Context: an optimization exercise on an open-source flow, tuned for small area and a short achievable clock period. The choices shown serve that exercise and are no tape-out recipe. In this exercise RTL edits were held to simulation tests only and were not proved equivalent to the original. Power is estimated from default activity; no workload was simulated.

## chip_link_tx
module chip_link_tx
(
    input  wire                   clk,
    input  wire                   rst_n,
    input  wire [link_pkg::word_width-1:0]  s_tdata,
    input  wire                   s_tvalid,
    output logic                  s_tready,
    output logic                  tik,
    output logic [link_pkg::lane_width-1:0] lane_data,
    output logic                  lane_valid,
    output logic                  lane_par,
    input  wire                   link_ready,
    input  wire                   link_err
);
export LEC_CHECK = 0
export CAP_MARGIN = 20
export CORE_MARGIN = 2
export CORE_UTILIZATION = 55
export CTS_CLUSTER_DIAMETER = 60
export CTS_CLUSTER_SIZE = 28
export PLACE_DENSITY = 0.7
export SETUP_SLACK_MARGIN = 2.5
export SLEW_MARGIN = 20
export TNS_END_PERCENT = 5
create_clock -name core_clock -period 4.5 [get_ports {clk}]
run.sh (not shown) runs the stock make flow with config.mk's settings and CLKGATE_MAP_FILE= SYNTH_SCRIPT=/design/flow/synth_recipe.tcl, a recipe that flattens the netlist after the stock synthesis.
The starting point went through all stages and came out clean.
==> next run, changes <==
--- a/flow/config.mk
+++ b/flow/config.mk
@@ -9,7 +9,4 @@
 export CORE_MARGIN = 2
 export CORE_UTILIZATION = 55
-export CTS_CLUSTER_DIAMETER = 60
-export CTS_CLUSTER_SIZE = 28
-export PLACE_DENSITY = 0.7
 export SETUP_SLACK_MARGIN = 2.5
 export SLEW_MARGIN = 20
After rerunning:
- The changed run passed the timing, design-rule and antenna checks
- hold slack got worse by 0.040 ns
- first-iteration DRC count decreases by 6.3%
- worst setup slack gets worse by 0.034 ns
- design area goes up by 2.9%
- global-route usage increases by 1.6 points
- register-to-register slack got worse by 0.02 ns
- non-clock buffer count went up by 14
- sequential power hardly moves
- flip-flop and latch count stays the same
- final cell count came out higher by 2.4%
- die area stays the same
==> next run, changes <==
--- a/flow/config.mk
+++ b/flow/config.mk
@@ -9,4 +9,6 @@
 export CORE_MARGIN = 2
 export CORE_UTILIZATION = 55
+export CTS_CLUSTER_DIAMETER = 60
+export CTS_CLUSTER_SIZE = 32
 export SETUP_SLACK_MARGIN = 2.5
 export SLEW_MARGIN = 20
=>
- The changed run finished with timing, DRC and antenna clean
- fmax decreases by 0.94%
- worst setup slack got worse by 0.021 ns
- total power decreases by 7.3%
- critical path depth increases by 3

== run 1 ==
The RTL this note starts from:
==> flow/design.v <==
`default_nettype none
package link_pkg;
    localparam int word_width      = 64;
    localparam int lane_width      = 16;
    localparam int lane_count      = 4;
    localparam int lane_idx_width  = $clog2(lane_count) + 1;
    localparam int fifo_depth_log2 = 4;
    localparam int length_width    = 32;
    localparam logic [2:0] kind_tik = 3'd3;
    typedef enum logic [2:0] {
        send_idle  = 3'd0,
        send_data  = 3'd1,
        ready_wait = 3'd2,
        tik_wait   = 3'd3,
        tik_end    = 3'd4
    } send_state_e;
    typedef union packed {
        logic [lane_count-1:0][lane_width-1:0] lanes;
        struct packed {
            logic [4:0]              rsvd_hi;
            logic [2:0]              kind;
            logic [22:0]             rsvd_lo;
            logic                    end_flag;
            logic [length_width-1:0] length;
        } cmd;
    } link_word_u;
endpackage
`default_nettype wire
`default_nettype none
module chip_link_tx
(
    input  wire                   clk,
    input  wire                   rst_n,
    input  wire [link_pkg::word_width-1:0]  s_tdata,
    input  wire                   s_tvalid,
    output logic                  s_tready,
    output logic                  tik,
    output logic [link_pkg::lane_width-1:0] lane_data,
    output logic                  lane_valid,
    output logic                  lane_par,
    input  wire                   link_ready,
    input  wire                   link_err
);
    localparam int RN = 15;    
    logic [63:0]   mem [0:RN-1];
    logic [RN-1:0] woh;         
    logic [RN-1:0] rsel;        
    logic [3:0]    rcount;      
    logic          rnempty;     
    logic          full;        
    logic          full_o;      
    logic [63:0]   head;
    logic          hv;          
    logic [63:0]   hold;
    logic [3:0]    zg;          
    logic          p_lane;      
    logic          st_act, st_data, st_rwait, st_cmd, st_twait;
    logic          lv_o;        
    logic [2:0]    lane_cnt;
    logic          tik_flag, end_flag;
    logic          tik_o;       
    logic          par_o;
    logic          ready_d, ready_2d, err_d, err_2d;
    logic          ld_q;        
    logic          adv_q;       
    logic          kp_hi_q;     
    logic          kp_md_q;     
    logic          kp_lo_q;     
    logic st_idle, wr, take_head, pop, push;
    logic ready_high, ready_low, err_low;
    logic last_lane, busy, done, head_cmd;
    assign st_idle    = !st_act;
    assign ready_high = ready_d & ready_2d;
    assign ready_low  = !ready_d & !ready_2d;
    assign err_low    = !err_d & !err_2d;
    assign wr         = s_tvalid & !full;
    assign take_head  = st_idle | !hv;           
    assign pop        = take_head & rnempty;
    assign push       = wr & !(take_head & !rnempty);
    assign head_cmd   = (head[58:56] == link_pkg::kind_tik);
    assign last_lane  = lane_cnt[2];
    assign busy       = tik_flag | end_flag;
    assign done       = &zg;
    logic [RN-1:0] hsel;
    logic          hsel_in, hkeep;
    assign hsel    = rsel & {RN{take_head}};
    assign hsel_in = take_head & !rnempty;
    assign hkeep   = !take_head;
    logic [63:0] head_nx;
    always_comb begin
        head_nx = (s_tdata & {64{hsel_in}}) | (head & {64{hkeep}});
        for (int i = 0; i < RN; i++) head_nx = head_nx | (mem[i] & {64{hsel[i]}});
    end
    always_ff @(posedge clk or negedge rst_n) begin
        if (!rst_n) begin
            woh     <= RN'(1);
            rsel    <= '0;
            rcount  <= '0;
            rnempty <= 1'b0;
            full    <= 1'b0;
            full_o  <= 1'b0;
            hv      <= 1'b0;
        end else begin
            if (push) woh <= {woh[RN-2:0], woh[RN-1]};
            if (pop) begin
                if (rcount == 4'd1 && !push) begin
                    rsel   <= '0;
                end else begin
                    rsel   <= {rsel[RN-2:0], rsel[RN-1]};
                end
            end else if (push && !rnempty) begin
                rsel   <= woh;
            end
            if (push && !pop) begin
                rcount  <= rcount + 4'd1;
                rnempty <= 1'b1;
                full    <= (rcount == 4'd14);
            end else if (pop && !push) begin
                rcount  <= rcount - 4'd1;
                rnempty <= (rcount != 4'd1);
                full    <= 1'b0;
            end
            full_o <= ((rcount == 4'd14) & push & !pop) | ((rcount == 4'd15) & !(pop & !push));
            if (take_head) hv <= rnempty | wr;
        end
    end
    always_ff @(posedge clk) begin
        for (int i = 0; i < RN; i++) if (s_tvalid && !full && woh[i]) mem[i] <= s_tdata;
    end
    always_ff @(posedge clk) begin
        head <= head_nx;
    end
    always_ff @(posedge clk or negedge rst_n) begin
        if (!rst_n) begin
            ready_d  <= 1'b0;
            ready_2d <= 1'b0;
            err_d    <= 1'b0;
            err_2d   <= 1'b0;
        end else begin
            ready_d  <= link_ready;
            ready_2d <= ready_d;
            err_d    <= link_err;
            err_2d   <= err_d;
        end
    end
    logic n_idle, n_data, n_rwait, n_cmd, n_twait, n_adv;
    always_comb begin
        n_idle  = (st_idle & !hv) | (st_rwait & ready_low & last_lane) | (st_twait & !busy);
        n_data  = (st_idle & hv & !head_cmd) | (st_data & !ready_high) |
                  (st_rwait & ready_low & !last_lane);
        n_rwait = (st_data & ready_high) | (st_rwait & !ready_low);
        n_cmd   = st_idle & hv & head_cmd;
        n_twait = st_cmd | (st_twait & busy);
        n_adv   = n_data & link_ready & ready_d & !link_err & !err_d;
    end
    always_ff @(posedge clk or negedge rst_n) begin
        if (!rst_n) begin
            st_act   <= 1'b0;
            st_data  <= 1'b0;
            st_rwait <= 1'b0;
            st_cmd   <= 1'b0;
            st_twait <= 1'b0;
            lv_o     <= 1'b0;
            ld_q     <= 1'b0;
            adv_q    <= 1'b0;
            kp_hi_q  <= 1'b0;
            kp_md_q  <= 1'b0;
            kp_lo_q  <= 1'b0;
        end else begin
            st_act   <= !n_idle;
            st_data  <= n_data;
            st_rwait <= n_rwait;
            st_cmd   <= n_cmd;
            st_twait <= n_twait;
            lv_o     <= (st_idle & hv & !head_cmd) | (lv_o & !ready_high) |
                        (st_rwait & ready_low & !last_lane);
            ld_q     <= n_idle;
            adv_q    <= n_adv;
            kp_hi_q  <= !(n_idle | n_adv);
            kp_md_q  <= !(n_idle | n_adv | n_twait);
            kp_lo_q  <= !(n_idle | n_twait);
        end
    end
    always_ff @(posedge clk or negedge rst_n) begin
        if (!rst_n) begin
            lane_cnt <= '0;
        end else if (st_rwait && ready_low && last_lane) begin
            lane_cnt <= '0;
        end else if (adv_q) begin
            lane_cnt <= lane_cnt + 3'd1;
        end
    end
    logic [31:0] hold_dec;
    logic [3:0]  bin;
    logic [3:0]  zg_dec;
    logic [3:0]  zg_head;
    assign bin = {zg[2] & zg[1] & zg[0], zg[1] & zg[0], zg[0], 1'b1};
    always_comb begin
        for (int k = 0; k < 4; k++) begin
            hold_dec[8*k +: 8] = bin[k] ? hold[8*k +: 8] - 8'd1 : hold[8*k +: 8];
            zg_dec[k]          = bin[k] ? (hold[8*k +: 8] == 8'd1) : zg[k];
            zg_head[k]         = (head[8*k +: 8] == 8'd0);
        end
    end
    logic        p_lane_nx;
    logic [63:0] hold_nx;
    logic [3:0]  zg_nx;
    always_comb begin
        hold_nx[63:32] = (head[63:32] & {32{ld_q}}) | (hold[47:16] & {32{adv_q}}) |
                         (hold[63:32] & {32{kp_hi_q}});
        hold_nx[31:16] = (head[31:16] & {16{ld_q}}) | (hold[15:0] & {16{adv_q}}) |
                         (hold_dec[31:16] & {16{st_twait}}) | (hold[31:16] & {16{kp_md_q}});
        hold_nx[15:0]  = (head[15:0] & {16{ld_q}}) | (hold_dec[15:0] & {16{st_twait}}) |
                         (hold[15:0] & {16{kp_lo_q}});
        zg_nx          = (zg_head & {4{ld_q}}) | (zg_dec & {4{st_twait}}) | (zg & {4{kp_lo_q}});
        p_lane_nx      = (ld_q & ^head[63:48]) | (adv_q & ^hold[47:32]) | (kp_hi_q & p_lane);
    end
    always_ff @(posedge clk) begin
        hold   <= hold_nx;
        zg     <= zg_nx;
        p_lane <= p_lane_nx;
    end
    always_ff @(posedge clk or negedge rst_n) begin
        if (!rst_n) begin
            par_o <= 1'b0;
        end else begin
            par_o <= n_data & p_lane_nx;
        end
    end
    always_ff @(posedge clk or negedge rst_n) begin
        if (!rst_n) begin
            tik_flag <= 1'b0;
            end_flag <= 1'b0;
            tik_o    <= 1'b0;
        end else begin
            if (st_cmd) begin
                tik_flag <= !hold[32];
                end_flag <= hold[32];
            end else if (done) begin
                tik_flag <= 1'b0;
                end_flag <= 1'b0;
            end
            tik_o <= (st_cmd & !hold[32]) | (tik_o & !done);
        end
    end
    assign s_tready   = !full_o;
    assign tik        = tik_o;
    assign lane_valid = lv_o;
    assign lane_data  = hold[63:48];
    assign lane_par   = par_o;
endmodule
`default_nettype wire
==> flow/config.mk <==
export PLATFORM = sky130hd
export DESIGN_NAME = chip_link_tx
export DESIGN_NICKNAME = chip_link_tx
export VERILOG_FILES = /design/flow/design.v
export SDC_FILE = /design/flow/constraint.sdc
export NUM_CORES = 4
export LEC_CHECK = 0
export CAP_MARGIN = 20
export CORE_MARGIN = 2
export CORE_UTILIZATION = 55
export CTS_CLUSTER_DIAMETER = 50
export CTS_CLUSTER_SIZE = 24
export SETUP_SLACK_MARGIN = 2.5
export SLEW_MARGIN = 20
export TNS_END_PERCENT = 5
==> flow/constraint.sdc <==
create_clock -name core_clock -period 4.5 [get_ports {clk}]
set_input_delay 0.9000 -clock core_clock [delete_from_list [all_inputs] [get_ports {clk}]]
set_output_delay 0.9000 -clock core_clock [all_outputs]
set_load 0.01 [all_outputs]
standard.sh (not shown) runs the stock make flow with config.mk's settings and CLKGATE_MAP_FILE= SYNTH_SCRIPT=/design/flow/synth_recipe.tcl, a recipe that flattens the netlist after the stock synthesis.
==> flow/flow/run.sh <==
#!/bin/bash
# The standard layout, with plain buffers (buf_2) on the ports instead of the
# buffer that buffer_ports picks by itself (a delay cell).
set -euo pipefail
bash standard.sh BUFFER_PORTS_ARGS="-buffer_cell sky130_fd_sc_hd__buf_2" finish > orfs_flow.log 2>&1
Run 1 ran to completion and came out clean on the timing, design-rule and antenna checks.
The inputs of run 2 differ from those of run 1 as listed below.
- swapping 24 for 28 in CTS_CLUSTER_SIZE
- swapping 50 for 60 in CTS_CLUSTER_DIAMETER
==> flow/run.sh (new file) <==
#!/bin/bash
# synth_recipe.tcl (not shown) runs the flow's synth.tcl, then flattens the netlist and writes it again
# the make line also repeats each setting of config.mk as NAME=value (left out here)
make -C /OpenROAD-flow-scripts/flow DESIGN_CONFIG=/design/flow/config.mk WORK_HOME=/design/flow/orfs CLKGATE_MAP_FILE= SYNTH_SCRIPT=/design/flow/synth_recipe.tcl finish
removed: flow/flow/run.sh
removed: flow/standard.sh
Notes after the runs:
- In terms of cell total after placement, run 1 and run 2 differ only marginally.
- Looking at first-iteration DRC count, run 2 sits 2.0% below run 1.
- Relative to run 1, routed wire length decreased by 4.3% in run 2.
- Lower share of power burned in registers among run 1 and run 2: run 1
- Overall power: higher on run 1
The inputs of run 3 differ from those of run 2 as listed below.
- CTS_CLUSTER_SIZE: 28 -> unset
- CTS_BUF_LIST: unset -> sky130_fd_sc_hd__clkbuf_8
- CTS_CLUSTER_DIAMETER: 60 -> unset
Results
From run 2 to run 3 the numbers moved as follows: total area of multi-input combinational cells ~0 delta, cell count along the critical path -3, via count normalized by instance count -2.4%.
Run 3 ended up with more standard cells than run 2.
Run comparison: run 2 start point of the critical path rsel[1]; run 3 start point of the critical path tik_o
On final routed wirelength across all metal layers: run 3 sits above run 2.
Between run 2 and run 3, post-synthesis to final-layout area growth is lower for run 2, run 3 comes in above that.
Input-level comparison between run 4 and run 3:
- CTS_BUF_LIST: sky130_fd_sc_hd__clkbuf_8 -> unset
==> flow/flow/run.sh (new file) <==
#!/bin/bash
# The standard layout, with plain buffers (buf_2) on the ports instead of the
# buffer that buffer_ports picks by itself (a delay cell).
set -euo pipefail
bash standard.sh BUFFER_PORTS_ARGS="-buffer_cell sky130_fd_sc_hd__buf_2" finish > orfs_flow.log 2>&1
==> flow/standard.sh (new file) <==
#!/bin/bash
# synth_recipe.tcl (not shown) runs the flow's synth.tcl, then flattens the netlist and writes it again
# the make line also repeats each setting of config.mk as NAME=value (left out here)
make -C /OpenROAD-flow-scripts/flow DESIGN_CONFIG=/design/flow/config.mk WORK_HOME=/design/flow/orfs CLKGATE_MAP_FILE= SYNTH_SCRIPT=/design/flow/synth_recipe.tcl "${@:-finish}"
removed: flow/run.sh
Notes after the runs:
- Run 4: full flow OK, the timing, design-rule and antenna checks passed
- The top layer used by detailed routing comes out met4 in one run and met5 in the other, namely in run 4 and run 3 respectively.
- Higher maximum clock rate goes to run 4 over run 3.
- For run 3, the standard cell with the maximum stage delay on the critical path was sky130_fd_sc_hd__dfrtp_1, unlike run 4, where it was sky130_fd_sc_hd__and2_4.
- Diff run 3 -> run 4: layout overhead on the synthesized area was more or less identical; initial antenna violation count moved up; number of nets in the layout -78.
#### Input delta (run 5 over run 4)
- putting CTS_CLUSTER_DIAMETER at 60 where nothing was set
- putting CTS_CLUSTER_SIZE at 32 where nothing was set
Results
On fraction of standard cell area that is sequential: run 5 sits above run 4. Changes observed in run 5 relative to run 4: total power lower, clock network area share lower. Delta (run 5 minus run 4): cell area now sits lower; met2 track demand over resource in global routing now sits lower. From run 4 to run 5 the numbers moved as follows: unique cell type count in the Yosys netlist roughly the same, stage delay of the slowest cell on the critical path higher, final worst-path setup slack lower, area growth from synthesis to layout lower. Run 5: critical path depth is 1 lower than what run 4 reported.

[separate check: timing with driven ports]
The flow's constraints put no driver on any port. The routed layouts listed below were extracted and timed again, unchanged, in two steps.
Step 1 (the two cells are an assumption about what drives the block):
set clk [get_ports {clk}]
set_driving_cell -lib_cell sky130_fd_sc_hd__clkbuf_16 $clk
set_driving_cell -lib_cell sky130_fd_sc_hd__buf_2 [delete_from_list [all_inputs] $clk]
Step 2 adds t to the input delays and takes it off the output delays; t is the mean of the earliest and latest rising clock arrival at the registers after step 1. Input paths then give back, and output paths get back, about the clock's delay inside the block.
a / b / c = ideal / step 1 / step 2; a / b = the first two.
run | t, ns | setup WS [ns] | latest minus earliest clock arrival (ns) | slew at the worst register clock pin (ns) | worst slew at a driven data input, ns
the first run of note 1 | 0.720 | 2.374 / 2.312 / 1.713 | 0.046 / 0.047 | 0.10 / 0.10 | 0.14
the second run of note 1 | 0.739 | 2.340 / 2.271 / 1.844 | 0.027 / 0.028 | 0.06 / 0.06 | 0.21
the third run of note 1 | 0.704 | 2.320 / 2.296 / 1.843 | 0.031 / 0.030 | 0.10 / 0.10 | 0.20
run 1 | 0.750 | 2.343 / 2.314 / 1.763 | 0.040 / 0.039 | 0.09 / 0.09 | 0.18
run 2 | 0.704 | 2.320 / 2.296 / 1.843 | 0.031 / 0.030 | 0.10 / 0.10 | 0.20
run 3 | 0.875 | 2.219 / 2.151 / 1.638 | 0.033 / 0.034 | 0.07 / 0.07 | 0.19
run 4 | 0.739 | 2.334 / 2.326 / 1.745 | 0.027 / 0.028 | 0.07 / 0.07 | 0.17
run 5 | 0.708 | 2.293 / 2.293 / 1.734 | 0.041 / 0.041 | 0.10 / 0.10 | 0.16
After both steps setup and hold are still met in every run listed. The setup slack of the first run of note 1, which loses most, moves by -0.062 ns with the drivers and by -0.661 ns with both steps.
